Background: an optimization exercise with open tools, aiming at small area, a short achievable clock period and few clock cycles. Do not read the settings as production practice. Only simulation tests tie the RTL to the original design; equivalence was not proved. Power figures rest on the tool's default switching activity, not on a simulated workload.

--- flow/flow/knobs.txt ---
SETUP_SLACK_MARGIN=8.3
CTS_ARGS=-sink_clustering_enable -repair_clock_nets -dont_use_dummy_load
--- flow/standard.sh ---
#!/bin/bash
# synth_recipe.tcl (not shown) runs the flow's synth.tcl, then flattens the netlist and writes it again
# the make line also repeats each setting of config.mk as NAME=value (left out here)
make -C /OpenROAD-flow-scripts/flow DESIGN_CONFIG=/design/flow/config.mk WORK_HOME=/design/flow/orfs CLKGATE_MAP_FILE= SYNTH_SCRIPT=/design/flow/synth_recipe.tcl "${@:-finish}"
--- flow/flow/run.sh ---
#!/bin/bash
set -euo pipefail
cd "$(dirname "$0")/.."
args=()
while IFS= read -r line; do
  [[ -z "$line" || "$line" == \#* ]] && continue
  args+=("$line")
done < flow/knobs.txt
bash standard.sh "${args[@]}" finish > flow_make.log 2>&1
--- flow/constraint.sdc ---
create_clock -name core_clock -period 12.0 [get_ports {CLK}]
set_input_delay 2.4000 -clock core_clock [delete_from_list [all_inputs] [get_ports {CLK}]]
set_output_delay 2.4000 -clock core_clock [all_outputs]
set_load 0.01 [all_outputs]
--- flow/design.v ---
`default_nettype none
package exec_pkg;
   localparam int XLEN   = 32;    
   localparam int REG_AW = 5;
   localparam int INS_W  = 16;
   localparam int FLAG_W = 4;
   localparam int OPC_LSB = 10;
   localparam int OPC_W   = 6;
   localparam int RD_LSB  = 5;    
   localparam int RS_LSB  = 0;    
   localparam int IMM_W   = 5;
   localparam int COND_W  = 4;
   localparam int FLAG_Z  = 0;
   localparam int FLAG_S  = 1;
   localparam int FLAG_OV = 2;
   localparam int FLAG_CY = 3;
   typedef enum logic [OPC_W-1:0] {
      OP_MOV_R = 6'b000000,
      OP_ADD_R = 6'b000001,
      OP_SUB_R = 6'b000010,
      OP_CMP_R = 6'b000011,
      OP_SHL_R = 6'b000100,
      OP_SHR_R = 6'b000101,
      OP_SAR_R = 6'b000111,
      OP_OR_R  = 6'b001100,
      OP_AND_R = 6'b001101,
      OP_XOR_R = 6'b001110,
      OP_NOT_R = 6'b001111,
      OP_MOV_I = 6'b010000,
      OP_ADD_I = 6'b010001,
      OP_SETF  = 6'b010010,
      OP_CMP_I = 6'b010011,
      OP_SHL_I = 6'b010100,
      OP_SHR_I = 6'b010101,
      OP_SAR_I = 6'b010111,
      OP_HALT  = 6'b011010
   } opcode_t;
   typedef enum logic [3:0] {
      ALU_MOV = 4'b0000,
      ALU_ADD = 4'b0001,
      ALU_SUB = 4'b0010,
      ALU_SHL = 4'b0100,
      ALU_SHR = 4'b0101,
      ALU_SAR = 4'b0111,
      ALU_OR  = 4'b1100,
      ALU_AND = 4'b1101,
      ALU_XOR = 4'b1110,
      ALU_NOT = 4'b1111
   } alu_op_t;
   typedef enum logic [1:0] {
      UPD_NONE  = 2'd0,
      UPD_ARITH = 2'd1,    
      UPD_LOGIC = 2'd2     
   } flag_upd_t;
   typedef enum logic [1:0] {
      ST_IDLE    = 2'd0,
      ST_EXECUTE = 2'd1,
      ST_COMMIT  = 2'd2,
      ST_HALTED  = 2'd3
   } ctrl_state_t;
endpackage
`default_nettype wire
`default_nettype none
module exec_rf_aoi3 (
   input  wire  a0, b0, a1, b1, a2, b2,
   output wire  y
);
   assign y = ~((a0 & b0) | (a1 & b1) | (a2 & b2));
endmodule
module exec_rf_rdbit #(
   parameter int N = 33
) (
   input  wire  [N-1:0] sel,
   input  wire  [N-1:0] d,
   output wire          q
);
   wire [N/3-1:0] y;
   for (genvar g = 0; g < N/3; g++) begin : g_aoi
      exec_rf_aoi3 u_aoi (
         .a0(sel[3*g]),   .b0(d[3*g]),
         .a1(sel[3*g+1]), .b1(d[3*g+1]),
         .a2(sel[3*g+2]), .b2(d[3*g+2]),
         .y(y[g])
      );
   end
   assign q = ~&y;
endmodule
module exec_regfile (
   input  wire                           CLK,
   input  wire  [(1 << exec_pkg::REG_AW)-1:0] rs_sel,
   input  wire  [(1 << exec_pkg::REG_AW)-1:0] rd_sel,
   input  wire  [1:0]                    rs_xsel,
   input  wire  [exec_pkg::XLEN-1:0]     rs_xd0,
   input  wire  [exec_pkg::XLEN-1:0]     rs_xd1,
   input  wire                           rd_xsel,
   input  wire  [exec_pkg::XLEN-1:0]     rd_xd0,
   output logic [exec_pkg::XLEN-1:0]     rs_data,
   output logic [exec_pkg::XLEN-1:0]     rd_data,
   input  wire                           wr_en,
   input  wire  [exec_pkg::REG_AW-1:0]   wr_addr,
   input  wire  [exec_pkg::XLEN-1:0]     wr_data
);
   localparam int NR = (1 << exec_pkg::REG_AW);
   logic [exec_pkg::XLEN-1:0] regs [1:NR-1];
   always_ff @(posedge CLK) begin
      if (wr_en && wr_addr != '0) begin
         regs[wr_addr] <= wr_data;
      end
   end
   for (genvar i = 0; i < exec_pkg::XLEN; i++) begin : g_bit
      wire [NR+1:0] s_sel, s_d, d_sel, d_d;
      for (genvar k = 1; k < NR; k++) begin : g_reg
         assign s_sel[k-1] = rs_sel[k];
         assign s_d[k-1]   = regs[k][i];
         assign d_sel[k-1] = rd_sel[k];
         assign d_d[k-1]   = regs[k][i];
      end
      assign s_sel[NR-1] = rs_xsel[0];
      assign s_d[NR-1]   = rs_xd0[i];
      assign s_sel[NR]   = rs_xsel[1];
      assign s_d[NR]     = rs_xd1[i];
      assign s_sel[NR+1] = 1'b0;
      assign s_d[NR+1]   = 1'b0;
      assign d_sel[NR-1] = rd_xsel;
      assign d_d[NR-1]   = rd_xd0[i];
      assign d_sel[NR]   = 1'b0;
      assign d_d[NR]     = 1'b0;
      assign d_sel[NR+1] = 1'b0;
      assign d_d[NR+1]   = 1'b0;
      exec_rf_rdbit #(.N(NR+1)) u_rs (.sel(s_sel[NR:0]), .d(s_d[NR:0]), .q(rs_data[i]));
      exec_rf_rdbit #(.N(NR+1)) u_rd (.sel(d_sel[NR:0]), .d(d_d[NR:0]), .q(rd_data[i]));
   end
endmodule
`default_nettype wire
`default_nettype none
module exec_decode (
   input  wire  [exec_pkg::INS_W-1:0]     ir,
   output logic [exec_pkg::REG_AW-1:0]    rs_addr,
   output logic [exec_pkg::REG_AW-1:0]    rd_addr,
   output logic [exec_pkg::IMM_W-1:0]     imm5,
   output logic                           use_imm,     
   output logic                           is_add,      
   output logic                           is_sub,
   output logic                           is_shift,
   output logic                           shl,
   output logic                           sar,
   output logic [3:0]                     tt,          
   output logic                           is_setf,
   output logic [exec_pkg::COND_W-1:0]    cond,
   output logic                           upd_arith,
   output logic                           upd_logic,
   output logic                           reg_write,
   output logic                           is_halt
);
   logic [exec_pkg::OPC_W-1:0] opc;
   assign opc     = ir[exec_pkg::OPC_LSB +: exec_pkg::OPC_W];
   assign rs_addr = ir[exec_pkg::RS_LSB +: exec_pkg::REG_AW];
   assign rd_addr = ir[exec_pkg::RD_LSB +: exec_pkg::REG_AW];
   assign imm5    = ir[exec_pkg::RS_LSB +: exec_pkg::IMM_W];
   assign cond    = ir[exec_pkg::RS_LSB +: exec_pkg::COND_W];
   assign use_imm = opc[4];
   always_comb begin
      is_add    = 1'b0;
      is_sub    = 1'b0;
      is_shift  = 1'b0;
      shl       = 1'b0;
      sar       = 1'b0;
      tt        = 4'b0000;
      is_setf   = 1'b0;
      upd_arith = 1'b0;
      upd_logic = 1'b0;
      reg_write = 1'b0;
      is_halt   = 1'b0;
      case (opc)
         exec_pkg::OP_MOV_R: begin tt = 4'b1010; reg_write = 1'b1; end
         exec_pkg::OP_MOV_I: begin tt = 4'b1010; reg_write = 1'b1; end
         exec_pkg::OP_ADD_R: begin is_add = 1'b1; upd_arith = 1'b1; reg_write = 1'b1; end
         exec_pkg::OP_ADD_I: begin is_add = 1'b1; upd_arith = 1'b1; reg_write = 1'b1; end
         exec_pkg::OP_SUB_R: begin is_add = 1'b1; is_sub = 1'b1; upd_arith = 1'b1; reg_write = 1'b1; end
         exec_pkg::OP_CMP_R: begin is_add = 1'b1; is_sub = 1'b1; upd_arith = 1'b1; end
         exec_pkg::OP_CMP_I: begin is_add = 1'b1; is_sub = 1'b1; upd_arith = 1'b1; end
         exec_pkg::OP_SHL_R, exec_pkg::OP_SHL_I: begin
            is_shift = 1'b1; shl = 1'b1; upd_logic = 1'b1; reg_write = 1'b1;
         end
         exec_pkg::OP_SHR_R, exec_pkg::OP_SHR_I: begin
            is_shift = 1'b1; upd_logic = 1'b1; reg_write = 1'b1;
         end
         exec_pkg::OP_SAR_R, exec_pkg::OP_SAR_I: begin
            is_shift = 1'b1; sar = 1'b1; upd_logic = 1'b1; reg_write = 1'b1;
         end
         exec_pkg::OP_OR_R:  begin tt = 4'b1110; upd_logic = 1'b1; reg_write = 1'b1; end
         exec_pkg::OP_AND_R: begin tt = 4'b1000; upd_logic = 1'b1; reg_write = 1'b1; end
         exec_pkg::OP_XOR_R: begin tt = 4'b0110; upd_logic = 1'b1; reg_write = 1'b1; end
         exec_pkg::OP_NOT_R: begin tt = 4'b0101; upd_logic = 1'b1; reg_write = 1'b1; end
         exec_pkg::OP_SETF:  begin is_setf = 1'b1; reg_write = 1'b1; end
         exec_pkg::OP_HALT:  is_halt = 1'b1;
         default: ;
      endcase
      if (rd_addr == '0) begin
         reg_write = 1'b0;
      end
   end
endmodule
`default_nettype wire
`default_nettype none
module exec_alu (
   input  wire  [exec_pkg::XLEN-1:0]      a,
   input  wire  [exec_pkg::XLEN-1:0]      b,
   input  wire                            is_add,
   input  wire                            is_sub,
   input  wire                            is_shift,
   input  wire                            shl,
   input  wire                            sar,
   input  wire  [3:0]                     tt,
   input  wire                            is_setf,
   input  wire                            cond_met,
   output logic [exec_pkg::XLEN-1:0]      result,
   output logic                           cy,
   output logic                           ov
);
   localparam int W = exec_pkg::XLEN;
   logic [W-1:0] bx, sum, sh_in, sh_out, sh_rev, bitw;
   logic         co, fill;
   logic [W:0]   sh_wide;
   assign bx        = b ^ {W{is_sub}};
   assign {co, sum} = {1'b0, a} + {1'b0, bx} + {{W{1'b0}}, is_sub};
   assign cy        = co ^ is_sub;
   assign ov        = (a[W-1] == bx[W-1]) && (sum[W-1] != a[W-1]);
   always_comb begin
      for (int i = 0; i < W; i++) sh_in[i] = shl ? a[W-1-i] : a[i];
   end
   assign fill   = sar & a[W-1];
   assign sh_wide = $signed({fill, sh_in}) >>> b[4:0];
   assign sh_out  = sh_wide[W-1:0];
   always_comb begin
      for (int i = 0; i < W; i++) sh_rev[i] = shl ? sh_out[W-1-i] : sh_out[i];
   end
   always_comb begin
      for (int i = 0; i < W; i++) bitw[i] = tt[{a[i], b[i]}];
   end
   always_comb begin
      result    = bitw | (is_add ? sum : '0) | (is_shift ? sh_rev : '0);
      result[0] = result[0] | (is_setf & cond_met);
   end
endmodule
`default_nettype wire
`default_nettype none
module exec_flags (
   input  wire                            CLK,
   input  wire                            arst_n,
   input  wire                            upd_arith,    
   input  wire                            upd_logic,    
   input  wire  [exec_pkg::XLEN-1:0]      result,
   input  wire                            cy,
   input  wire                            ov,
   input  wire  [exec_pkg::COND_W-1:0]    cond,
   output logic [exec_pkg::FLAG_W-1:0]    flags,
   output logic                           cond_met
);
   logic [exec_pkg::FLAG_W-1:0] flags_nxt;
   logic                        z, s, v, c, hit, rz;
   assign rz = (result == '0);
   always_comb begin
      flags_nxt = flags;
      if (upd_arith || upd_logic) begin
         flags_nxt[exec_pkg::FLAG_Z]  = rz;
         flags_nxt[exec_pkg::FLAG_S]  = result[exec_pkg::XLEN-1];
         flags_nxt[exec_pkg::FLAG_OV] = upd_arith & ov;
      end
      if (upd_arith) begin
         flags_nxt[exec_pkg::FLAG_CY] = cy;
      end
   end
   always_ff @(posedge CLK or negedge arst_n) begin
      if (!arst_n) begin
         flags <= '0;
      end else begin
         flags <= flags_nxt;
      end
   end
   assign z = flags_nxt[exec_pkg::FLAG_Z];
   assign s = flags_nxt[exec_pkg::FLAG_S];
   assign v = flags_nxt[exec_pkg::FLAG_OV];
   assign c = flags_nxt[exec_pkg::FLAG_CY];
   always_comb begin
      case (cond[2:0])
         3'd0:    hit = v;               
         3'd1:    hit = c;               
         3'd2:    hit = z;               
         3'd3:    hit = c | z;           
         3'd4:    hit = s;               
         3'd5:    hit = 1'b1;            
         3'd6:    hit = s ^ v;           
         default: hit = (s ^ v) | z;     
      endcase
      cond_met = hit ^ cond[3];    
   end
endmodule
`default_nettype wire
`default_nettype none
module exec_ctrl (
   input  wire   CLK,
   input  wire   arst_n,
   input  wire   ins_valid,
   input  wire   ins_halt,     
   input  wire   halt_done,    
   output logic  accept,
   output logic  busy,
   output logic  halted
);
   assign accept = ins_valid & ~busy;
   always_ff @(posedge CLK or negedge arst_n) begin
      if (!arst_n) begin
         busy   <= 1'b0;
         halted <= 1'b0;
      end else begin
         if (accept && ins_halt) busy <= 1'b1;
         if (halt_done) halted <= 1'b1;
      end
   end
endmodule
`default_nettype wire
`default_nettype none
module exec_unit (
   input  wire                           CLK,
   input  wire                           arst_n,
   input  wire                           ins_valid,
   input  wire  [exec_pkg::INS_W-1:0]    ins,
   output wire                           busy,
   output wire                           done,
   output wire                           halted,
   output wire                           wr_en,
   output wire  [exec_pkg::REG_AW-1:0]   wr_addr,
   output wire  [exec_pkg::XLEN-1:0]     wr_data,
   output wire  [exec_pkg::FLAG_W-1:0]   flags
);
   localparam int W  = exec_pkg::XLEN;
   localparam int AW = exec_pkg::REG_AW;
   logic                        v_x, fwd_a_x, fwd_b_x;
   wire  [W-1:0]                result;
   logic                        is_add_x, is_sub_x, is_shift_x, shl_x, sar_x, is_setf_x;
   logic                        upd_arith_x, upd_logic_x, reg_write_x, is_halt_x;
   logic [3:0]                  tt_x;
   logic [exec_pkg::COND_W-1:0] cond_x;
   logic [AW-1:0]               rd_x;
   logic [W-1:0]                a_x, b_x;
   wire                     accept;
   logic                    v_d;
   logic [exec_pkg::INS_W-1:0] ir_d;
   exec_ctrl u_ctrl (
      .CLK(CLK), .arst_n(arst_n), .ins_valid(ins_valid),
      .ins_halt(ins[exec_pkg::OPC_LSB +: exec_pkg::OPC_W] == exec_pkg::OP_HALT),
      .halt_done(halt_w), .accept(accept), .busy(busy), .halted(halted)
   );
   always_ff @(posedge CLK or negedge arst_n) begin
      if (!arst_n) v_d <= 1'b0;
      else         v_d <= accept;
   end
   logic [(1 << AW)-1:0] rs_sel_d, rd_sel_d;
   logic                 fw_rs_d, fw_rd_d;
   wire  [AW-1:0]        ins_rs  = ins[exec_pkg::RS_LSB +: AW];
   wire  [AW-1:0]        ins_rd  = ins[exec_pkg::RD_LSB +: AW];
   wire                  ins_imm = ins[exec_pkg::OPC_LSB + 4];
   wire                  fw_rs, fw_rd;
   assign fw_rs = v_x && reg_write_x && rd_x == ins_rs && !ins_imm;
   assign fw_rd = v_x && reg_write_x && rd_x == ins_rd;
   always_ff @(posedge CLK) begin
      ir_d    <= ins;
      fw_rs_d <= fw_rs;
      fw_rd_d <= fw_rd;
      for (int k = 0; k < (1 << AW); k++) begin
         rs_sel_d[k] <= (ins_rs == k) && !ins_imm && !fw_rs;
         rd_sel_d[k] <= (ins_rd == k) && !fw_rd;
      end
   end
   wire [AW-1:0]               rs_d, rd_d;
   wire [exec_pkg::IMM_W-1:0]  imm5_d;
   wire [exec_pkg::COND_W-1:0] cond_d;
   wire [3:0]                  tt_d;
   wire                        use_imm_d, is_add_d, is_sub_d, is_shift_d, shl_d, sar_d;
   wire                        is_setf_d, upd_arith_d, upd_logic_d, reg_write_d, is_halt_d;
   wire [W-1:0]                rs_data, rd_data;
   logic [W-1:0]               a_r, b_r;
   exec_decode u_decode (
      .ir(ir_d), .rs_addr(rs_d), .rd_addr(rd_d), .imm5(imm5_d), .use_imm(use_imm_d),
      .is_add(is_add_d), .is_sub(is_sub_d), .is_shift(is_shift_d),
      .shl(shl_d), .sar(sar_d), .tt(tt_d), .is_setf(is_setf_d), .cond(cond_d),
      .upd_arith(upd_arith_d), .upd_logic(upd_logic_d), .reg_write(reg_write_d),
      .is_halt(is_halt_d)
   );
   logic          done_w, wr_w, upd_arith_w, upd_logic_w, halt_w, cy_w, ov_w;
   logic [AW-1:0] rd_w;
   logic [W-1:0]  res_w;
   wire [W-1:0] imm_ext_d = {{(W-exec_pkg::IMM_W){imm5_d[exec_pkg::IMM_W-1]}}, imm5_d};
   exec_regfile u_regfile (
      .CLK(CLK), .rs_sel(rs_sel_d), .rd_sel(rd_sel_d),
      .rs_xsel({use_imm_d, fw_rs_d}), .rs_xd0(res_w), .rs_xd1(imm_ext_d),
      .rd_xsel(fw_rd_d), .rd_xd0(res_w),
      .rs_data(rs_data), .rd_data(rd_data),
      .wr_en(wr_w), .wr_addr(rd_w), .wr_data(res_w)
   );
   assign a_r = rd_data;
   assign b_r = rs_data;
   always_ff @(posedge CLK or negedge arst_n) begin
      if (!arst_n) v_x <= 1'b0;
      else         v_x <= v_d;
   end
   assign fwd_a_x = v_x && reg_write_x && rd_x == rd_d;
   assign fwd_b_x = v_x && reg_write_x && rd_x == rs_d && !use_imm_d;
   always_ff @(posedge CLK) begin
      a_x         <= fwd_a_x ? result : a_r;
      b_x         <= fwd_b_x ? result : b_r;
      is_add_x    <= is_add_d;
      is_sub_x    <= is_sub_d;
      is_shift_x  <= is_shift_d;
      shl_x       <= shl_d;
      sar_x       <= sar_d;
      tt_x        <= tt_d;
      is_setf_x   <= is_setf_d;
      cond_x      <= cond_d;
      upd_arith_x <= upd_arith_d;
      upd_logic_x <= upd_logic_d;
      reg_write_x <= reg_write_d;
      is_halt_x   <= is_halt_d;
      rd_x        <= rd_d;
   end
   wire [W-1:0] op_a = a_x;
   wire [W-1:0] op_b = b_x;
   wire         cy, ov, cond_met;
   exec_alu u_alu (
      .a(op_a), .b(op_b), .is_add(is_add_x), .is_sub(is_sub_x), .is_shift(is_shift_x),
      .shl(shl_x), .sar(sar_x), .tt(tt_x), .is_setf(is_setf_x), .cond_met(cond_met),
      .result(result), .cy(cy), .ov(ov)
   );
   always_ff @(posedge CLK or negedge arst_n) begin
      if (!arst_n) begin
         done_w      <= 1'b0;
         wr_w        <= 1'b0;
         upd_arith_w <= 1'b0;
         upd_logic_w <= 1'b0;
         halt_w      <= 1'b0;
      end else begin
         done_w      <= v_x;
         wr_w        <= v_x & reg_write_x;
         upd_arith_w <= v_x & upd_arith_x;
         upd_logic_w <= v_x & upd_logic_x;
         halt_w      <= v_x & is_halt_x;
      end
   end
   always_ff @(posedge CLK) begin
      res_w <= result;
      cy_w  <= cy;
      ov_w  <= ov;
      rd_w  <= rd_x;
   end
   exec_flags u_flags (
      .CLK(CLK), .arst_n(arst_n), .upd_arith(upd_arith_w), .upd_logic(upd_logic_w),
      .result(res_w), .cy(cy_w), .ov(ov_w), .cond(cond_x),
      .flags(flags), .cond_met(cond_met)
   );
   assign done    = done_w;
   assign wr_en   = wr_w;
   assign wr_addr = rd_w;
   assign wr_data = res_w;
endmodule
`default_nettype wire
--- flow/config.mk ---
export PLATFORM = sky130hd
export DESIGN_NAME = exec_unit
export DESIGN_NICKNAME = exec_unit
export VERILOG_FILES = /design/flow/design.v
export SDC_FILE = /design/flow/constraint.sdc
export NUM_CORES = 4
export LEC_CHECK = 0
export CAP_MARGIN = 20
export CORE_MARGIN = 2
export CORE_UTILIZATION = 30
export SLEW_MARGIN = 20
export SYNTH_HIERARCHICAL = 1
==> results of run 1 <==
## how the worst max path moves through the flow
| stage | start | end | slack (ns) | cells after the start |
|---|---|---|---|---|
| 6_report | res_w[2] | wr_data[2] | 8.26 | 2 |
| 2_1_floorplan | b_x[1] | b_x[27] | 8.33 | 14 |
| 3_3_place_gp | ins[9] | rd_sel_d[30] | 7.48 | 5 |
| 4_1_cts | res_w[9] | wr_data[9] | 8.09 | 2 |
| 3_5_place_dp | ins[9] | rd_sel_d[30] | 7.46 | 5 |
| 5_1_grt | res_w[2] | wr_data[2] | 8.23 | 2 |
## repair_timing
item                       4_1_cts  5_1_grt
pin swaps                        0        4
buffers inserted                61        5
resized for setup              385       18
setup endpoints to repair      100       52
cloned                          23        1
## layout make-up
type / count / area, um^2
Fill cell: 15800 / 109000
Sequential cell: 1211 / 34400
Multi-Input combinational cell: 1964 / 16800
Timing Repair Buffer: 300 / 3380
Clock buffer: 120 / 3000
Tap cell: 2218 / 2780
Inverter: 19 / 71.3
Antenna cell: 4 / 10.0
## per-layer routing
| layer | GRT usage [%] | vias up |
|---|---|---|
| met5 | 0.611 | - |
| met4 | 16.9 | 14 |
| met3 | 7.96 | 670 |
| met2 | 33.6 | 3672 |
| met1 | 29.3 | 19700 |
| li1 | - | 15500 |
## state kept, by name (all words and copies together), names as in the netlist, 4 cells and up
signal / count
ir_d: 16
a_x: 32
res_w: 32
rs_sel_d: 31
rd_sel_d: 31
tt_x: 4
cond_x: 4
b_x: 32
u_flags.flags: 4
u_regfile.regs: 992
rd_w: 5
rd_x: 5
## where the power goes
group / switching [mW] / total [mW] / internal, mW / leakage (nW)
Combinational: 0.945 / 1.54 / 0.600 / 7.41
Clock: 1.46 / 3.20 / 1.73 / 1.48
Sequential: 0.109 / 4.84 / 4.73 / 11.0
Total: 2.52 / 9.58 / 7.06 / 19.9
## metrics by stage
step	util (%)	power [mW]	area, um^2
global placement	32.8	6.14	55600
finish	35.6	9.58	60400
detailed placement	32.8	6.15	55600
CTS	35.5	9.52	60200
global route	35.6	9.81	60400
floorplan	-	5.61	51400
==> flow_summary.yaml, run 1 <==
floorplan:
  core_um2: 169000
  chipHeight_um: 417
  die_x_um: 417
  placementRows: 151
  pin_count: 64
  die-area_um2: 174000
  start_util_pct: 30.2
sta:
  period_share_pct: 31.2
  skew_ns: 0.0726
  holdWs_ns: 0.351
  drv_slew: 0
  max-slew-margin-rel_pct: 25.4
  fin_setup_tns_ns: 0
  period_needed_ns: 3.74
  max_freq_ghz: 0.267
  timing_worst_slew_pin_value_ns: 1.11
  hold_viol_final: 0
  rsz0062_at_grt: "yes"
  finalSetupViolCount: 0
  setup_ws_ns: 8.26
clock_network:
  path_clk_slew_ns: 0.07
  clock-sinks: 1211
  cts_tree: "built"
  max-clock-path-buffers: 3
  clock-root-buffer: "clkbuf_16"
  clk_latency_ns: 0.75
  cts_hold_buf: 0
  cts_made_buffers: 120
  h-tree-depth: 3
route:
  wl_met2_um: 88900
  top_layer: "met5"
  wirelength_um: 213000
  wl_met3_um: 34600
  wl_met1_um: 72300
  drt-initial-drc-count: 10700
  drc: 0
  viasPerCell: 6.77
  routed-via-count: 39500
  dr.pass1.iters: 13
  ant_nets: 0
  routedWlPerCell_um: 36.5
synthesis:
  yosysWarnings: 12
  synthCells: 3233
  avgSynthCellArea_um2: 15.8
  synth_area_um2: 51200
min_path:
  hold_start: "v_d"
  hold_end: "v_x"
  hold_path_class: "reg2reg"
  hold_depth: 0
place:
  gp_congestion: 0.917
  dp_hpwl_um: 114000
  port_buffers: 63
  dp.cells: 5620
  dpl_worst_slack_ns: 7.46
worst_setup_path:
  slowest_stage: "dfxtp_4"
  crit_family: "flip-flops"
  r2r-start: "is_sub_x"
  cp.required_ns: 9.60
  crit_path_cell_trace: "buf_12 -> buf_6"
  reg2reg_depth: 12
  end_kind: "output pin"
  crit_buf_inv: 2
  r2r-end: "a_x[27]"
  critPathKind: "reg2out"
  cp_max_fo: 2
  arrival_ns: 1.34
  critPathMaxStageDelay_ns: 0.35
  r2r_slack_ns: 8.38
  cp-start-kind: "flip-flop"
global_route:
  antenna_found_initial: 13
  grt_max_degree: 45
  grt_overflow: 0
  gr-usage-all-layers_pct: 23.4
  grt_pass1_wl_um: 288000
  grt_pass1_vias: 37300
flow_run:
  max-cap-violations: 0
final_layout:
  syn_to_final_growth_pct: 18.0
  post_route_cells_drive_above_1_share_pct: 18.2
  layout_common_cells: "edfxtp_1, a222oi_1, buf_4"
  stdcell_count: 5836
  final_common_cell: "edfxtp_1"
  fin_nets: 3675
pwr:
  p_leak_nw: 19.9
  ir_worst_vdd_mv: 0.152
  power_density_nw_per_um2: 159
run_status:
  status: "no timing/DRC/antenna violations"
Testbench counts, summed over its fixed seeds: cycles 24,024.
==> run 2: changes to the inputs <==
==> flow/flow/knobs.txt (replaced) <==
SETUP_SLACK_MARGIN=8.5
CTS_ARGS=-sink_clustering_enable -repair_clock_nets -dont_use_dummy_load -sink_clustering_size 24 -sink_clustering_max_diameter 150
==> flow_summary.yaml, run 2 <==
final_layout:
  fin_area_um2: 59700
  final_common_cell: "edfxtp_1"
  layout_common_cells: "edfxtp_1, a222oi_1, buf_4"
  top_register: "u_regfile.regs"
  syn_to_final_growth_pct: 16.6
  n_fill_cell: 16000
  multi_input_area_um2: 16900
  fin_nets: 3658
  post_route_cells_drive_above_1_share_pct: 18.3
  stdcell_count: 5821
  postLayoutCoreUtil_pct: 35.2
  largest_reg_flops: 992
  register_area_um2: 34400
pwr:
  combPwrFrac_pct: 19.1
  ir_worst_vdd_mv: 0.131
  p_sw_share_pct: 27.5
  p_total_mw: 8.57
  p_leak_nw: 19.5
  pwr-share-clk_pct: 24.6
  seqPwrFrac_pct: 56.3
  power_density_nw_per_um2: 144
  p_sw_mw: 2.36
  internal-power_mw: 6.21
clock_network:
  clock-sinks: 1211
  cts_tree: "built"
  clk_latency_ns: 0.72
  clock-root-buffer: "clkbuf_16"
  cts_made_buffers: 56
  path_clk_slew_ns: 0.10
  max-clock-path-buffers: 3
  h-tree-depth: 2
  cts_hold_buf: 0
worst_setup_path:
  reg2reg_depth: 11
  worstSetupEndpoint: "wr_data[8]"
  cp-startpoint: "res_w[8]"
  cp.required_ns: 9.60
  arrival_ns: 1.35
  r2r-end: "a_x[0]"
  critPathKind: "reg2out"
  cp_max_fo: 2
  end_kind: "output pin"
  r2r_slack_ns: 8.40
  r2r-start: "res_w[18]"
  cp-start-kind: "flip-flop"
floorplan:
  placementRows: 151
  die_x_um: 417
  core_um2: 169000
  start_util_pct: 30.2
  chipHeight_um: 417
  die-area_um2: 174000
  pin_count: 64
sta:
  skew_ns: 0.0749
  max_freq_ghz: 0.266
  holdWs_ns: 0.355
  max-slew-margin-rel_pct: 26.6
  period_needed_ns: 3.75
  fin_setup_tns_ns: 0
  setup_ws_ns: 8.25
  hold_viol_final: 0
  timing_worst_slew_pin_value_ns: 1.10
  finalSetupViolCount: 0
  drv_slew: 0
  rsz0062_at_grt: "yes"
  period_share_pct: 31.3
route:
  dr.pass1.iters: 15
  viasPerCell: 6.82
  ant_nets: 0
  drt-initial-drc-count: 11200
  routed-via-count: 39700
  wirelength_um: 212000
  drc: 0
  routedWlPerCell_um: 36.4
synthesis:
  synth_area_um2: 51200
  synthCells: 3233
  yosysWarnings: 12
  avgSynthCellArea_um2: 15.8
global_route:
  gr-usage-all-layers_pct: 23.2
  antenna_found_initial: 23
  grt_max_degree: 45
  grt_overflow: 0
  grt_pass1_vias: 36400
  grt_pass1_wl_um: 287000
place:
  gp_congestion: 0.917
  dpl_worst_slack_ns: 7.47
  port_buffers: 63
  place_area_um2: 55600
  dp.cells: 5622
  dp_hpwl_um: 116000
min_path:
  hold_depth: 0
  hold_path_class: "reg2reg"
run_status:
  status: "no timing/DRC/antenna violations"
flow_run:
  max-cap-violations: 0
-- run 2: changes by cell type in the layout (fill, tap and decap cells not counted), moves of 5 or more --
cell	delta
buf_12	+5
buf_2	-8
buf_4	+27
buf_6	+15
bufbuf_16	+7
clkbuf_16	-63
dfxtp_2	-8
dfxtp_4	+5
o21ai_0	-5
-- run 2: metal layers --
layer / track usage, % / wire [um] / vias to the layer above
met5: 0 / 134 / -
met4: 10.1 / 11300 / 18
met3: 8.36 / 36000 / 597
met2: 34.5 / 90100 / 3813
met1: 30.4 / 74600 / 19800
li1: - / - / 15500
-- run 2: how the worst min path moves through the flow --
| stage | from | end | slack [ns] |
|---|---|---|---|
| after floorplan | v_d | v_x | 0.33 |
| after detailed placement | v_d | v_x | 0.33 |
| after global placement | v_d | v_x | 0.34 |
| after global routing | v_d | v_x | 0.37 |
| after CTS | v_d | v_x | 0.36 |
| final | v_d | v_x | 0.36 |
-- run 2: power by group through the flow --
stage	Combinational, mW	Sequential (mW)	Clock [mW]
finish	1.64	4.82	2.11
global route	1.69	4.83	2.24
CTS	1.55	4.82	2.11
detailed placement	1.24	4.91	0
global placement	1.23	4.90	0
floorplan	0.646	4.97	0
-- run 2: cell type report --
cell class / instances / share of cell area, %
multi-input cells: 1964 / 28.4
diodes: 6 / 0.0252
clock buffers: 56 / 2.35
inverters: 19 / 0.120
well taps: 2218 / 4.65
flip-flops and latches: 1211 / 57.6
repair buffers: 347 / 6.83
-- run 2: repair_timing --
item / CTS / global route
cloned: 30 / 2
gates resized for setup: 444 / 40
buffers inserted: 87 / 17
setup endpoints to repair: 156 / 145
pin swaps: 8 / 11
-- run 2: worst max-delay path, cell delays in order, from the launching register on --
cell and delay [ns]:
dfxtp_4 0.37, buf_12 0.14, buf_6 0.12
==> run 3: changes to the inputs <==
==> flow/flow/knobs.txt (replaced) <==
SETUP_SLACK_MARGIN=8.3
CTS_ARGS=-sink_clustering_enable -repair_clock_nets -dont_use_dummy_load -sink_clustering_size 24 -sink_clustering_max_diameter 150
==> flow_summary.yaml, run 3 <==
run_status:
  status: "no timing/DRC/antenna violations"
route:
  drc: 0
  drt-initial-drc-count: 10900
  viasPerCell: 6.77
  dr.pass1.iters: 12
  routedWlPerCell_um: 36.8
  wirelength_um: 213000
  routed-via-count: 39100
  ant_nets: 0
sta:
  finalSetupViolCount: 0
  period_share_pct: 31.2
  holdWs_ns: 0.361
  hold_viol_final: 0
  max-slew-margin-rel_pct: 25.3
  rsz0062_at_grt: "yes"
  period_needed_ns: 3.74
  skew_ns: 0.0861
  max_freq_ghz: 0.267
  fin_setup_tns_ns: 0
  drv_slew: 0
  timing_worst_slew_pin_value_ns: 1.11
min_path:
  hold_start: "v_d"
  hold_path_class: "reg2reg"
place:
  dp_hpwl_um: 114000
  dp.cells: 5620
  port_buffers: 63
  gp_congestion: 0.917
worst_setup_path:
  end_kind: "output pin"
  crit_path_cell_trace: "buf_6"
  r2r_slack_ns: 8.43
  cp-startpoint: "wr_w"
  crit_family: "flip-flops"
  r2r-start: "b_x[1]"
  cp-start-kind: "flip-flop"
  cp_max_fo: 2
  cp.required_ns: 9.60
  slowest_stage: "dfrtp_2"
  critPathMaxStageDelay_ns: 0.46
  arrival_ns: 1.34
  crit_buf_inv: 1
  critPathKind: "reg2out"
global_route:
  antenna_found_initial: 13
  grt_pass1_wl_um: 287000
  grt_overflow: 0
  grt_max_degree: 45
  gr-usage-all-layers_pct: 23.3
  grt_pass1_vias: 36600
flow_run:
  max-cap-violations: 0
pwr:
  p_sw_share_pct: 27.6
  internal-power_mw: 6.14
  seqPwrFrac_pct: 56.9
  p_leak_nw: 19.1
  combPwrFrac_pct: 18.2
  ir_worst_vdd_mv: 0.133
  p_sw_mw: 2.34
  p_total_mw: 8.48
  power_density_nw_per_um2: 144
  pwr-share-clk_pct: 24.9
final_layout:
  n_fill_cell: 16000
  largest_reg_flops: 992
  layout_common_cells: "edfxtp_1, a222oi_1, buf_4"
  final_common_cell: "edfxtp_1"
  top_register: "u_regfile.regs"
  stdcell_count: 5773
  fin_nets: 3610
  syn_to_final_growth_pct: 14.8
  post_route_cells_drive_above_1_share_pct: 16.7
  postLayoutCoreUtil_pct: 34.7
floorplan:
  start_util_pct: 30.2
  die-area_um2: 174000
  core_um2: 169000
  chipHeight_um: 417
  pin_count: 64
  placementRows: 151
  die_x_um: 417
clock_network:
  cts_hold_buf: 0
  path_clk_slew_ns: 0.10
  clock-sinks: 1211
  h-tree-depth: 2
  clock-root-buffer: "clkbuf_16"
  clk_latency_ns: 0.74
  max-clock-path-buffers: 3
  cts_tree: "built"
  cts_made_buffers: 56
synthesis:
  avgSynthCellArea_um2: 15.8
  yosysWarnings: 12
  synthCells: 3233
  synth_area_um2: 51200
==> run 3: changes by cell type in the layout (fill, tap and decap cells not counted), sizes merged <==
| cell | change |
|---|---|
| dlygate4sd2 | +1 |
| bufbuf | -7 |
| buf | -40 |
| clkbuf | -2 |
==> run 3: path summary, 6_finish.rpt <==
path,end,cells after the start
setup / recovery,wr_en,1
hold / removal,v_x,0
setup reg to reg,b_x[18],10
hold reg to reg,v_x,0
max in group asynchronous,u_flags.flags[2],1
min in group asynchronous,wr_w,1
==> run 3: layer usage <==
layer	up-vias	share of wire, %	GRT usage, %	wire (um)
met5	-	0.15	1.19	327
met4	12	7.6	14.3	16100
met3	655	16	7.41	33700
met2	3643	42	34.5	90100
met1	19400	34	29.5	72500
li1	15300	-	-	-
==> run 3: stage by stage <==
stage / instance area [um^2] / setup slack (ns)
after global routing: 58800 / 8.23
final: 58800 / 8.26
after global placement: 55600 / 7.48
after detailed placement: 55600 / 7.46
after CTS: 58600 / 8.11
after floorplan: 51400 / 8.33
==> run 3: repair_timing <==
item / in CTS / in global routing
resized for setup: 372 / 23
endpoints found under the setup margin: 100 / 48
setup buffers: 63 / 4
gates cloned: 23 / 1
pin swaps: 0 / 3
==> run 3: power groups by stage <==
| stage | Sequential [mW] | Clock, mW | Combinational [mW] |
|---|---|---|---|
| final | 4.83 | 2.11 | 1.55 |
| after global routing | 4.84 | 2.25 | 1.60 |
| after CTS | 4.82 | 2.11 | 1.48 |
| after detailed placement | 4.91 | 0 | 1.24 |
| after global placement | 4.91 | 0 | 1.23 |
| after floorplan | 4.97 | 0 | 0.645 |
==> run 3: area by class of cell <==
| type | count | area [um^2] | share of cell area, % |
|---|---|---|---|
| sequential | 1211 | 34400 | 58.5 |
| clock buffer | 56 | 1400 | 2.38 |
| inverter | 19 | 71.3 | 0.121 |
| multi-input combinational | 1964 | 16800 | 28.6 |
| timing repair buffer | 299 | 3330 | 5.67 |
| tap | 2218 | 2780 | 4.72 |
| antenna | 6 | 15.0 | 0.0255 |
==> run 4: changes to the inputs <==
--- a/flow/design.v
+++ b/flow/design.v
@@ -449,2 +449,6 @@
    end
+   logic [W-1:0] wr_data_w;
+   always_ff @(posedge CLK) begin
+      wr_data_w <= (v_x && reg_write_x) ? result : '0;
+   end
    always_ff @(posedge CLK) begin
@@ -463,3 +467,3 @@
    assign wr_addr = rd_w;
-   assign wr_data = res_w;
+   assign wr_data = wr_data_w;
 endmodule
==> flow/flow/knobs.txt (replaced) <==
SETUP_SLACK_MARGIN=8.5
CTS_ARGS=-sink_clustering_enable -repair_clock_nets -dont_use_dummy_load -sink_clustering_size 24 -sink_clustering_max_diameter 150
==> flow_summary.yaml, run 4 <==
place:
  gp_congestion: 0.955
  port_buffers: 63
  dp_hpwl_um: 116000
  dpl_worst_slack_ns: 7.35
clock_network:
  clk_latency_ns: 0.74
  h-tree-depth: 2
  clock-sinks: 1243
  path_clk_slew_ns: 0.10
  clock-root-buffer: "clkbuf_16"
  cts_made_buffers: 58
  cts_tree: "built"
  cts_hold_buf: 0
  max-clock-path-buffers: 3
global_route:
  grt_max_degree: 45
  grt_overflow: 0
  grt_pass1_vias: 36900
  antenna_found_initial: 14
  gr-usage-all-layers_pct: 21.4
  grt_pass1_wl_um: 272000
sta:
  max-slew-margin-rel_pct: 36.3
  drv_slew: 0
  fin_setup_tns_ns: 0
  period_needed_ns: 3.70
  rsz0062_at_grt: "yes"
  finalSetupViolCount: 0
  skew_ns: 0.104
  max_freq_ghz: 0.270
  setup_ws_ns: 8.30
  hold_viol_final: 0
  timing_worst_slew_pin_value_ns: 0.955
  period_share_pct: 30.9
worst_setup_path:
  crit_path_cell_trace: "buf_2"
  cp_max_fo: 2
  cp-start-kind: "flip-flop"
  critPathKind: "reg2out"
  slowest_stage: "dfrtp_1"
  critPathMaxStageDelay_ns: 0.43
  cp.required_ns: 9.60
  end_kind: "output pin"
  crit_family: "flip-flops"
  crit_buf_inv: 1
  arrival_ns: 1.30
route:
  viasPerCell: 6.59
  routedWlPerCell_um: 33.7
  wirelength_um: 198000
  dr.pass1.iters: 13
  drc: 0
  drt-initial-drc-count: 9921
  routed-via-count: 38800
  ant_nets: 0
synthesis:
  yosysWarnings: 12
  avgSynthCellArea_um2: 15.8
  synthCells: 3303
  synth_area_um2: 52000
floorplan:
  start_util_pct: 30.3
  die_x_um: 420
  chipHeight_um: 420
  pin_count: 64
  core_um2: 172000
  placementRows: 152
  die-area_um2: 177000
min_path:
  hold_path_class: "reg2reg"
final_layout:
  fin_nets: 3625
  layout_common_cells: "edfxtp_1, a222oi_1, dfxtp_1"
  largest_reg_flops: 992
  multi_input_area_um2: 17200
  top_register: "u_regfile.regs"
  final_common_cell: "edfxtp_1"
  syn_to_final_growth_pct: 12.9
  post_route_cells_drive_above_1_share_pct: 16.0
  n_fill_cell: 16700
  register_area_um2: 35000
pwr:
  power_density_nw_per_um2: 143
  ir_worst_vdd_mv: 0.107
  p_leak_nw: 19.0
flow_run:
  max-cap-violations: 0
run_status:
  status: "no timing/DRC/antenna violations"
## run 4: final cells by class
class | instances | share of cell area [%]
Antenna cell | 6 | 0.0256
Clock buffer | 58 | 2.47
Sequential cell | 1243 | 59.5
Inverter | 19 | 0.128
Timing Repair Buffer | 248 | 3.70
Multi-Input combinational cell | 1996 | 29.3
Tap cell | 2310 | 4.92
## run 4: timing repair
item | in CTS | in global routing
resized for setup | 280 | 54
buffers inserted | 23 | 15
cloned | 1 | 3
endpoints found under the setup margin | 222 | 160
pin swaps | 9 | 14
## run 4: path summary, 6_finish.rpt
path,from,to,slack (ns),cells past startpoint
setup / recovery,u_flags.flags[0],flags[0],8.30,1
hold / removal,v_d,v_x,0.37,0
setup reg to reg,is_sub_x,b_x[29],8.53,13
hold reg to reg,v_d,v_x,0.37,0
max in group asynchronous,arst_n,upd_logic_w,9.92,1
min in group asynchronous,arst_n,wr_w,1.65,1
## run 4: routing by layer
metal	GRT usage [%]	up-vias	part of all wire (%)
met3	6.32	478	16
li1	-	15400	-
met4	9.80	12	5.4
met5	0	-	0.049
met1	28.5	19400	36
met2	31.8	3389	43
## run 4: power breakdown
part	internal [mW]	switching [mW]
registers	4.82	0.127
logic	0.454	0.857
clock network	0.860	1.31
total	6.14	2.29
## run 4: per-stage QoR
step           power, mW  hold WS (ns)  util [%]  instance area, um^2  std cells
2_1_floorplan       5.72         0.331         -                52300       3366
3_3_place_gp        6.23         0.352      32.9                56500       5774
3_5_place_dp        6.25         0.340      32.9                56500       5774
4_1_cts             8.36         0.373      33.9                58400       5856
5_1_grt             8.65         0.392      34.2                58700       5874
6_report            8.43         0.367      34.2                58800       5880
Testbench counts of run 4, summed over its fixed seeds: cycles 24,024.
==> run 5: changes to the inputs <==
==> flow/flow/knobs.txt (replaced) <==
SETUP_SLACK_MARGIN=8.35
CTS_ARGS=-sink_clustering_enable -repair_clock_nets -dont_use_dummy_load -sink_clustering_size 24 -sink_clustering_max_diameter 150
==> flow_summary.yaml, run 5 <==
route:
  dr.pass1.iters: 14
  drt-initial-drc-count: 9929
  wirelength_um: 197000
  ant_nets: 0
  wl_met2_um: 84800
  routedWlPerCell_um: 33.6
  wl_met1_um: 70800
  drc: 0
  top_layer: "met5"
  routed-via-count: 38600
  wl_met3_um: 29900
  viasPerCell: 6.59
worst_setup_path:
  cp_max_fo: 2
  crit_path_cell_trace: "buf_6"
  crit_family: "flip-flops"
  critPathMaxStageDelay_ns: 0.47
  crit_buf_inv: 1
  slowest_stage: "dfrtp_2"
  arrival_ns: 1.33
  cp.required_ns: 9.60
  critPathKind: "reg2out"
  cp-start-kind: "flip-flop"
  end_kind: "output pin"
floorplan:
  chipHeight_um: 420
  placementRows: 152
  die_x_um: 420
  core_um2: 172000
  die-area_um2: 177000
  pin_count: 64
  start_util_pct: 30.3
final_layout:
  final_common_cell: "edfxtp_1"
  top_register: "u_regfile.regs"
  stdcell_count: 5852
  post_route_cells_drive_above_1_share_pct: 14.3
  syn_to_final_growth_pct: 11.7
  layout_common_cells: "edfxtp_1, a222oi_1, dfxtp_1"
  fin_area_um2: 58100
  fin_nets: 3600
  largest_reg_flops: 992
synthesis:
  yosysWarnings: 12
  synth_area_um2: 52000
  synthCells: 3303
  avgSynthCellArea_um2: 15.8
sta:
  max-slew-margin-rel_pct: 13.4
  skew_ns: 0.101
  hold_viol_final: 0
  period_share_pct: 31.1
  max_freq_ghz: 0.268
  period_needed_ns: 3.73
  drv_slew: 0
  fin_setup_tns_ns: 0
  finalSetupViolCount: 0
  holdWs_ns: 0.362
  rsz0062_at_grt: "yes"
  timing_worst_slew_pin_value_ns: 1.28
clock_network:
  clock-sinks: 1243
  cts_tree: "built"
  path_clk_slew_ns: 0.10
  h-tree-depth: 2
  max-clock-path-buffers: 3
  clock-root-buffer: "clkbuf_16"
  cts_made_buffers: 57
  clk_latency_ns: 0.74
  cts_hold_buf: 0
pwr:
  ir_worst_vdd_mv: 0.118
  p_leak_nw: 18.8
  power_density_nw_per_um2: 144
global_route:
  grt_overflow: 0
  gr-usage-all-layers_pct: 21.2
  antenna_found_initial: 22
  grt_pass1_vias: 36500
  grt_max_degree: 45
  grt_pass1_wl_um: 269000
place:
  gp_congestion: 0.903
  place_area_um2: 56500
  port_buffers: 63
  dp.cells: 5775
  dp_hpwl_um: 115000
run_status:
  status: "no timing/DRC/antenna violations"
flow_run:
  max-cap-violations: 0
min_path:
  hold_path_class: "reg2reg"
[run 5: final cells by class]
type,count,area [um^2]
fillers,16600,114000
well taps,2310,2890
repair buffers,224,1780
multi-input cells,1996,17000
flip-flops and latches,1243,34900
diodes,3,7.51
clock buffers,57,1430
inverters,19,71.3
[run 5: where the power goes]
part           total [mW]  internal (mW)  switching [mW]
Sequential           4.94           4.82           0.114
Clock                2.15          0.846            1.31
Combinational        1.27          0.427           0.846
[run 5: repair_timing]
item / 4_1_cts / 5_1_grt
gates cloned: 0 / 1
gates resized for setup: 203 / 28
pin swaps: 3 / 6
setup buffers: 13 / 3
endpoints found under the setup margin: 182 / 46
[run 5: per-layer routing]
layer  up-vias  global-route usage [%]
met5         -                       0
met4        12                    10.9
met3       499                    6.35
met2      3362                    31.3
met1     19300                    27.9
li1      15400                       -
[run 5: per-stage QoR]
stage	utilization (%)	setup WS [ns]	total power [mW]
after floorplan	-	8.41	5.72
after global placement	32.9	7.37	6.22
after detailed placement	32.9	7.36	6.24
after CTS	33.8	8.16	8.31
after global routing	33.8	8.25	8.58
final	33.8	8.27	8.36
[run 5: worst paths after layout]
| kind | cells after the start | slack (ns) | to | start |
|---|---|---|---|---|
| setup / recovery | 1 | 8.27 | flags[0] | u_flags.flags[0] |
| hold / removal | 0 | 0.36 | v_x | v_d |
| setup reg to reg | 8 | 8.29 | b_x[8] | b_x[0] |
| hold reg to reg | 0 | 0.36 | v_x | v_d |
| max in group asynchronous | 1 | 9.86 | halt_w | arst_n |
| min in group asynchronous | 1 | 1.66 | wr_w | arst_n |
==> run 6: changes to the inputs <==
--- a/flow/design.v
+++ b/flow/design.v
@@ -358,3 +358,4 @@
    end
-   logic [(1 << AW)-1:0] rs_sel_d, rd_sel_d;
+   logic [3:0]           rs_lo_d, rd_lo_d;
+   logic [7:0]           rs_hi_d, rd_hi_d;
    logic                 fw_rs_d, fw_rd_d;
@@ -370,5 +371,16 @@
       fw_rd_d <= fw_rd;
+      for (int k = 0; k < 4; k++) begin
+         rs_lo_d[k] <= (ins_rs[1:0] == k);
+         rd_lo_d[k] <= (ins_rd[1:0] == k);
+      end
+      for (int k = 0; k < 8; k++) begin
+         rs_hi_d[k] <= (ins_rs[4:2] == k) && !ins_imm && !fw_rs;
+         rd_hi_d[k] <= (ins_rd[4:2] == k) && !fw_rd;
+      end
+   end
+   logic [(1 << AW)-1:0] rs_sel_d, rd_sel_d;
+   always_comb begin
       for (int k = 0; k < (1 << AW); k++) begin
-         rs_sel_d[k] <= (ins_rs == k) && !ins_imm && !fw_rs;
-         rd_sel_d[k] <= (ins_rd == k) && !fw_rd;
+         rs_sel_d[k] = rs_lo_d[k % 4] && rs_hi_d[k / 4];
+         rd_sel_d[k] = rd_lo_d[k % 4] && rd_hi_d[k / 4];
       end
==> flow/flow/knobs.txt (replaced) <==
SETUP_SLACK_MARGIN=8.3
CTS_ARGS=-sink_clustering_enable -repair_clock_nets -dont_use_dummy_load -sink_clustering_size 24 -sink_clustering_max_diameter 150
==> flow_summary.yaml, run 6 <==
clock_network:
  cts_made_buffers: 56
  clock-root-buffer: "clkbuf_16"
  clock-sinks: 1205
  cts_hold_buf: 0
  h-tree-depth: 2
  max-clock-path-buffers: 3
global_route:
  gr-usage-all-layers_pct: 21.7
  grt_pass1_wl_um: 275000
  grt_pass1_vias: 36300
  grt_max_degree: 43
  grt_overflow: 1
floorplan:
  chipHeight_um: 418
  die_x_um: 418
  pin_count: 64
  start_util_pct: 30.3
  placementRows: 151
synthesis:
  synth_area_um2: 51300
  synthCells: 3248
  yosysWarnings: 12
  avgSynthCellArea_um2: 15.8
run_status:
  tool.error: "[ERROR GRT-0116] Global routing finished with congestion. Check the congestion regions in the DRC Viewer."
  status: "stopped before the end"
  flow.stopped_at: "5_1_grt"
place:
  port_buffers: 63
  dp_hpwl_um: 117000
  dpl_worst_slack_ns: 7.76
  gp_congestion: 0.976
run 6: timing repair:
item,CTS
setup endpoints to repair,121
resized for setup,131
setup buffers,9
cloned,0
run 6: how the worst min path moves through the flow:
| stage | from | end | slack [ns] | cells after the start |
|---|---|---|---|---|
| after floorplan | v_d | v_x | 0.33 | 0 |
| after global placement | v_d | v_x | 0.33 | 0 |
| after detailed placement | v_d | v_x | 0.34 | 0 |
| after CTS | v_d | v_x | 0.36 | 0 |
run 6: metal layers:
layer	GRT usage [%]	GRT overflow
met2	32.3	0
met1	28.8	0
met4	9.44	1
met3	7.25	0
met5	0	0
run 6: through the flow:
stage                     cells  area, um^2
after floorplan            3311       51600
after global placement     5632       55700
after detailed placement   5632       55700
after CTS                  5697       57300
run 6: power by group through the flow:
| stage | combinational [mW] | sequential (mW) | clock, mW |
|---|---|---|---|
| CTS | 1.25 | 4.80 | 2.11 |
| detailed placement | 1.24 | 4.90 | 0 |
| global placement | 1.23 | 4.90 | 0 |
| floorplan | 0.681 | 4.93 | 0 |
Testbench counts of run 6, summed over its fixed seeds: cycles 24,024.
==> run 7: changes to the inputs <==
--- a/flow/design.v
+++ b/flow/design.v
@@ -225,3 +225,24 @@
    assign bx        = b ^ {W{is_sub}};
-   assign {co, sum} = {1'b0, a} + {1'b0, bx} + {{W{1'b0}}, is_sub};
+   logic [W-1:0] pg, pp, gg, gp, ng, np;
+   always_comb begin
+      pg = a & bx;
+      pp = a ^ bx;
+      gg = pg;
+      gp = pp;
+      gg[0] = pg[0] | (pp[0] & is_sub);
+      for (int l = 0; l < 5; l++) begin
+         ng = gg;
+         np = gp;
+         for (int i = 0; i < W; i++) begin
+            if (i & (1 << l)) begin
+               ng[i] = gg[i] | (gp[i] & gg[(i >> l << l) - 1]);
+               np[i] = gp[i] & gp[(i >> l << l) - 1];
+            end
+         end
+         gg = ng;
+         gp = np;
+      end
+      sum = pp ^ {gg[W-2:0], is_sub};
+      co  = gg[W-1];
+   end
    assign cy        = co ^ is_sub;
==> flow_summary.yaml, run 7 <==
run_status:
  status: "no timing/DRC/antenna violations"
place:
  dp.cells: 5525
  gp_congestion: 0.913
  port_buffers: 63
  dp_hpwl_um: 117000
global_route:
  antenna_found_initial: 17
  gr-usage-all-layers_pct: 21.4
  grt_overflow: 0
  grt_max_degree: 46
  grt_pass1_wl_um: 266000
  grt_pass1_vias: 34900
route:
  routed-via-count: 36900
  ant_nets: 0
  routedWlPerCell_um: 34.8
  drt-initial-drc-count: 9593
  dr.pass1.iters: 11
  drc: 0
  viasPerCell: 6.59
  wirelength_um: 195000
synthesis:
  synthCells: 3147
  avgSynthCellArea_um2: 16.1
  yosysWarnings: 12
  synth_area_um2: 50800
clock_network:
  max-clock-path-buffers: 3
  cts_hold_buf: 0
  path_clk_slew_ns: 0.09
  cts_tree: "built"
  h-tree-depth: 2
  clock-root-buffer: "clkbuf_16"
  cts_made_buffers: 56
  clock-sinks: 1205
  clk_latency_ns: 0.73
sta:
  rsz0062_at_grt: "yes"
  period_share_pct: 30.6
  timing_worst_slew_pin_value_ns: 1.23
  max_freq_ghz: 0.272
  fin_setup_tns_ns: 0
  skew_ns: 0.0673
  period_needed_ns: 3.67
  finalSetupViolCount: 0
  hold_viol_final: 0
  max-slew-margin-rel_pct: 17.9
  drv_slew: 0
worst_setup_path:
  critPathKind: "reg2out"
  crit_path_cell_trace: "buf_6"
  slowest_stage: "dfrtp_2"
  arrival_ns: 1.27
  cp.required_ns: 9.60
  cp_max_fo: 2
  critPathMaxStageDelay_ns: 0.42
  cp-start-kind: "flip-flop"
  crit_buf_inv: 1
  end_kind: "output pin"
  crit_family: "flip-flops"
pwr:
  p_leak_nw: 18.3
  ir_worst_vdd_mv: 0.122
  power_density_nw_per_um2: 143
min_path:
  hold_path_class: "reg2reg"
floorplan:
  die-area_um2: 173000
  pin_count: 64
  core_um2: 169000
  chipHeight_um: 415
  die_x_um: 415
  start_util_pct: 30.1
  placementRows: 151
final_layout:
  fin_nets: 3436
  n_fill_cell: 16300
  final_common_cell: "edfxtp_1"
  multi_input_area_um2: 16500
  top_register: "u_regfile.regs"
  stdcell_count: 5602
  layout_common_cells: "edfxtp_1, a222oi_1, dfxtp_1"
  largest_reg_flops: 992
  syn_to_final_growth_pct: 11.4
  post_route_cells_drive_above_1_share_pct: 14.3
  register_area_um2: 34200
flow_run:
  max-cap-violations: 0
==> run 7: what timing repair did <==
| action | CTS | global route |
|---|---|---|
| setup buffers | 12 | 5 |
| cloned | 0 | 0 |
| setup endpoints to repair | 141 | 65 |
| pin swaps | 1 | 3 |
| resized for setup | 182 | 27 |
==> run 7: layout make-up <==
cell class                 count  area share [%]
antenna                        4          0.0177
clock buffer                  56            2.48
inverter                      19           0.126
multi-input combinational   1893            29.2
sequential                  1205            60.4
tap                         2218            4.91
timing repair buffer         207            2.83
==> run 7: stage by stage <==
stage | worst slack [ns] | total power, mW | area (um^2) | hold WS [ns] | utilization [%]
floorplan | 8.30 | 5.52 | 51000 | 0.331 | -
finish | 8.33 | 8.11 | 56600 | 0.368 | 33.5
CTS | 8.16 | 8.06 | 56500 | 0.368 | 33.5
global placement | 7.65 | 6.01 | 55000 | 0.334 | 32.6
global route | 8.29 | 8.31 | 56600 | 0.388 | 33.5
detailed placement | 7.66 | 6.02 | 55000 | 0.346 | 32.6
==> run 7: where the power goes <==
group | total, mW | leakage [nW] | switching (mW) | internal [mW]
logic | 1.18 | 6.61 | 0.793 | 0.389
registers | 4.81 | 11.0 | 0.117 | 4.70
clock network | 2.11 | 0.690 | 1.28 | 0.832
==> run 7: layer usage <==
| layer | track usage, % | share of wire, % | up-vias |
|---|---|---|---|
| li1 | - | - | 14800 |
| met1 | 26.9 | 35 | 18600 |
| met2 | 33.4 | 45 | 2988 |
| met3 | 5.45 | 14 | 473 |
| met4 | 12.3 | 6.5 | 14 |
| met5 | 0 | 0.045 | - |
==> run 7: worst paths after layout <==
check | start | endpoint | slack, ns | depth (start not counted)
setup reg to reg | shl_x | a_x[19] | 8.40 | 10
setup / recovery | wr_w | wr_en | 8.33 | 1
hold / removal | v_d | v_x | 0.37 | 0
max in group asynchronous | arst_n | wr_w | 9.53 | 1
min in group asynchronous | arst_n | u_ctrl.halted | 2.04 | 1
hold reg to reg | v_d | v_x | 0.37 | 0
Testbench counts of run 7, summed over its fixed seeds: cycles 24,024.
==> run 8: changes to the inputs <==
==> flow/flow/knobs.txt (replaced) <==
SETUP_SLACK_MARGIN=8.5
CTS_ARGS=-sink_clustering_enable -repair_clock_nets -dont_use_dummy_load -sink_clustering_size 24 -sink_clustering_max_diameter 150
==> flow_summary.yaml, run 8 <==
sta:
  period_needed_ns: 3.67
  skew_ns: 0.0434
  fin_setup_tns_ns: 0
  period_share_pct: 30.6
  finalSetupViolCount: 0
  max_freq_ghz: 0.272
  timing_worst_slew_pin_value_ns: 1.24
  max-slew-margin-rel_pct: 17.1
  rsz0062_at_grt: "yes"
  drv_slew: 0
  hold_viol_final: 0
  holdWs_ns: 0.359
worst_setup_path:
  cp.required_ns: 9.60
  crit_buf_inv: 1
  slowest_stage: "dfrtp_1"
  cp-start-kind: "flip-flop"
  critPathKind: "reg2out"
  end_kind: "output pin"
  crit_path_cell_trace: "buf_2"
  critPathMaxStageDelay_ns: 0.41
  cp_max_fo: 2
  arrival_ns: 1.27
  crit_family: "flip-flops"
  r2r_slack_ns: 8.37
floorplan:
  start_util_pct: 30.1
  chipHeight_um: 415
  die-area_um2: 173000
  pin_count: 64
  core_um2: 169000
  placementRows: 151
  die_x_um: 415
pwr:
  p_leak_nw: 18.4
  ir_worst_vdd_mv: 0.116
  power_density_nw_per_um2: 143
global_route:
  gr-usage-all-layers_pct: 21.4
  grt_max_degree: 46
  grt_pass1_vias: 35100
  antenna_found_initial: 13
  grt_pass1_wl_um: 267000
  grt_overflow: 0
clock_network:
  clock-root-buffer: "clkbuf_16"
  cts_tree: "built"
  clk_latency_ns: 0.73
  cts_hold_buf: 0
  max-clock-path-buffers: 3
  h-tree-depth: 2
  clock-sinks: 1205
  cts_made_buffers: 56
  path_clk_slew_ns: 0.09
run_status:
  status: "no timing/DRC/antenna violations"
route:
  routed-via-count: 36900
  ant_nets: 0
  drc: 0
  dr.pass1.iters: 14
  routedWlPerCell_um: 34.4
  viasPerCell: 6.57
  wirelength_um: 193000
  drt-initial-drc-count: 9073
final_layout:
  largest_reg_flops: 992
  layout_common_cells: "edfxtp_1, a222oi_1, dfxtp_1"
  postLayoutCoreUtil_pct: 33.7
  fin_nets: 3446
  stdcell_count: 5612
  final_common_cell: "edfxtp_1"
  syn_to_final_growth_pct: 12.1
  post_route_cells_drive_above_1_share_pct: 15.0
  n_fill_cell: 16100
  top_register: "u_regfile.regs"
place:
  dp_hpwl_um: 117000
  dp.cells: 5534
  port_buffers: 63
  gp_congestion: 0.963
synthesis:
  yosysWarnings: 12
  synthCells: 3147
  avgSynthCellArea_um2: 16.1
  synth_area_um2: 50800
flow_run:
  max-cap-violations: 0
min_path:
  hold_path_class: "reg2reg"
-- run 8: layout make-up --
type	count	area (um^2)	area share, %
Inverter	19	71.3	0.125
Clock buffer	56	1400	2.46
Timing Repair Buffer	217	1900	3.34
Multi-Input combinational cell	1893	16600	29.1
Sequential cell	1205	34200	60.1
Tap cell	2218	2780	4.87
Antenna cell	4	10.0	0.0176
-- run 8: report_power, final --
group / leakage (nW) / internal [mW] / switching, mW / total (mW)
Sequential: 11.0 / 4.70 / 0.118 / 4.81
Clock: 0.690 / 0.832 / 1.28 / 2.11
Combinational: 6.73 / 0.403 / 0.801 / 1.20
-- run 8: repair_timing --
item / in CTS / in global routing
resized for setup: 268 / 30
endpoints found under the setup margin: 152 / 112
endpoints found under the hold margin: 0 / 0
buffers inserted: 12 / 5
pin swaps: 1 / 5
gates cloned: 0 / 1
-- run 8: path summary, 6_finish.rpt --
kind	start	to	depth (start not counted)
setup / recovery	u_flags.flags[1]	flags[1]	1
hold / removal	v_d	v_x	0
setup reg to reg	rs_lo_d[0]	b_x[30]	5
hold reg to reg	v_d	v_x	0
max in group asynchronous	arst_n	wr_w	1
min in group asynchronous	arst_n	u_ctrl.busy	1
-- run 8: metal layers --
metal | vias to the layer above | global-route usage [%] | share of wire (%)
li1 | 14900 | - | -
met1 | 18400 | 26.6 | 35
met2 | 3059 | 32.9 | 44
met3 | 487 | 6.29 | 14
met4 | 10 | 12.4 | 6.7
met5 | - | 0.194 | 0.046
-- run 8: metrics by stage --
| step | power (mW) | cell area, um^2 | setup slack [ns] |
|---|---|---|---|
| finish | 8.13 | 56900 | 8.33 |
| global route | 8.35 | 56900 | 8.30 |
| CTS | 8.08 | 56700 | 8.30 |
| detailed placement | 6.03 | 55100 | 7.49 |
| global placement | 6.02 | 55100 | 7.57 |
| floorplan | 5.52 | 51100 | 8.54 |
==> run 9: changes to the inputs <==
==> flow/flow/knobs.txt (replaced) <==
SETUP_SLACK_MARGIN=8.3
CTS_ARGS=-sink_clustering_enable -repair_clock_nets -dont_use_dummy_load -sink_clustering_size 24 -sink_clustering_max_diameter 150
--- a/flow/config.mk
+++ b/flow/config.mk
@@ -9,3 +9,3 @@
 export CORE_MARGIN = 2
-export CORE_UTILIZATION = 30
+export CORE_UTILIZATION = 40
 export SLEW_MARGIN = 20
==> flow_summary.yaml, run 9 <==
route:
  drt-initial-drc-count: 9604
  routed-via-count: 37000
  routedWlPerCell_um: 37.8
  ant_nets: 0
  wirelength_um: 191000
  dr.pass1.iters: 13
  drc: 0
  viasPerCell: 7.32
floorplan:
  chipHeight_um: 360
  placementRows: 130
  pin_count: 64
  start_util_pct: 40.3
  core_um2: 126000
  die_x_um: 360
  die-area_um2: 130000
worst_setup_path:
  slowest_stage: "dfrtp_4"
  reg2reg_depth: 9
  cp.required_ns: 9.60
  r2r-start: "shl_x"
  critPathMaxStageDelay_ns: 0.49
  r2r-end: "a_x[29]"
  crit_buf_inv: 1
  end_kind: "output pin"
  cp_max_fo: 2
  r2r_slack_ns: 8.44
  crit_path_cell_trace: "buf_6"
  cp-start-kind: "flip-flop"
  crit_family: "flip-flops"
  arrival_ns: 1.33
  critPathKind: "reg2out"
sta:
  skew_ns: 0.0826
  drv_slew: 0
  finalSetupViolCount: 0
  period_needed_ns: 3.73
  hold_viol_final: 0
  timing_worst_slew_pin_value_ns: 1.11
  max-slew-margin-rel_pct: 26.2
  fin_setup_tns_ns: 0
  max_freq_ghz: 0.268
  period_share_pct: 31.1
  rsz0062_at_grt: "yes"
  holdWs_ns: 0.372
final_layout:
  final_common_cell: "edfxtp_1"
  top_register: "u_regfile.regs"
  stdcell_count: 5053
  layout_common_cells: "edfxtp_1, a222oi_1, dfxtp_1"
  fin_nets: 3452
  syn_to_final_growth_pct: 10.3
  fin_area_um2: 56000
  post_route_cells_drive_above_1_share_pct: 14.2
  largest_reg_flops: 992
  postLayoutCoreUtil_pct: 44.5
pwr:
  p_sw_share_pct: 26.6
  pwr-share-clk_pct: 26.2
  internal-power_mw: 5.93
  combPwrFrac_pct: 14.5
  p_leak_nw: 18.4
  ir_worst_vdd_mv: 0.124
  p_sw_mw: 2.16
  power_density_nw_per_um2: 144
  seqPwrFrac_pct: 59.4
clock_network:
  clock-root-buffer: "clkbuf_16"
  max-clock-path-buffers: 3
  cts_made_buffers: 57
  path_clk_slew_ns: 0.10
  clk_latency_ns: 0.72
  h-tree-depth: 2
  cts_tree: "built"
  clock-sinks: 1205
  cts_hold_buf: 0
synthesis:
  yosysWarnings: 12
  avgSynthCellArea_um2: 16.1
  synth_area_um2: 50800
  synthCells: 3147
min_path:
  hold_depth: 0
  hold_end: "v_x"
  hold_path_class: "reg2reg"
  hold_start: "v_d"
global_route:
  grt_max_degree: 46
  grt_pass1_vias: 34700
  gr-usage-all-layers_pct: 28.2
  antenna_found_initial: 21
  grt_overflow: 0
  grt_pass1_wl_um: 263000
place:
  gp_congestion: 0.915
  place_area_um2: 54400
  dp.cells: 4971
  port_buffers: 63
  dp_hpwl_um: 113000
flow_run:
  max-cap-violations: 0
run_status:
  status: "no timing/DRC/antenna violations"
==> run 9: stage by stage <==
step	worst slack [ns]	power, mW
after floorplan	8.30	5.52
after global placement	7.63	6.00
after detailed placement	7.56	6.01
after CTS	8.09	8.05
after global routing	8.24	8.30
final	8.27	8.09
==> run 9: final cells by class <==
cell class / count / area (um^2)
Multi-Input combinational cell: 1893 / 16500
Sequential cell: 1205 / 34200
Clock buffer: 57 / 1430
Timing Repair Buffer: 222 / 1770
Fill cell: 11100 / 69900
Antenna cell: 7 / 17.5
Inverter: 19 / 71.3
Tap cell: 1650 / 2060
==> run 9: power groups by stage <==
stage	Combinational (mW)	Sequential, mW	Clock (mW)
finish	1.17	4.80	2.12
detailed placement	1.11	4.90	0
global placement	1.10	4.90	0
CTS	1.13	4.80	2.13
global route	1.22	4.81	2.27
floorplan	0.596	4.92	0
==> run 9: per-layer routing <==
metal,global-route usage [%],part of all wire (%)
met5,0,0.042
met2,42.5,44
met1,37.6,36
met3,6.59,13
met4,15.8,6.3
==> run 9: what timing repair did <==
action	CTS	global route
setup buffers	14	1
gates resized for setup	192	13
pin swaps	1	2
cloned	0	0
setup endpoints to repair	129	40
==> run 9: how the worst max path moves through the flow <==
stage	from	end	slack [ns]	cells after the start
after floorplan	b_x[0]	b_x[21]	8.30	14
after global placement	b_x[0]	b_x[25]	7.63	11
after detailed placement	is_sub_x	a_x[28]	7.56	11
after CTS	wr_w	wr_en	8.09	1
after global routing	wr_w	wr_en	8.24	1
final	wr_w	wr_en	8.27	1

static timing again, ports no longer ideal:
No port has a modelled driver above. Below, the same layouts with a new extraction and two added sets of constraints. Step 1, drivers: a clkbuf_16 drives CLK and a buf_2 each remaining input, both assumed. Step 2, shift: input delay + t, output delay - t, t = (earliest + latest rising clock arrival at the registers) / 2. This alone moves slack from input paths to output paths. Slacks: ideal / step 1 / step 2; pairs: ideal / step 1.
run	t (ns)	setup slack, ns	slew at the worst register clock pin (ns)
run 1	0.790	8.255 / 8.183 / 7.611	0.07 / 0.07
run 2	0.764	8.245 / 8.167 / 7.756	0.11 / 0.11
run 3	0.780	8.260 / 8.180 / 7.645	0.10 / 0.10
run 4	0.763	8.297 / 8.223 / 7.841	0.10 / 0.10
run 5	0.768	8.265 / 8.187 / 7.802	0.11 / 0.11
run 7	0.790	8.329 / 8.239 / 7.818	0.10 / 0.10
run 8	0.787	8.330 / 8.250 / 7.943	0.10 / 0.10
run 9	0.754	8.265 / 8.192 / 7.771	0.11 / 0.11
After both steps every run listed still meets setup and hold. For run 1, which loses most, drivers alone change the setup slack by -0.072 ns; drivers and shift together by -0.644 ns.
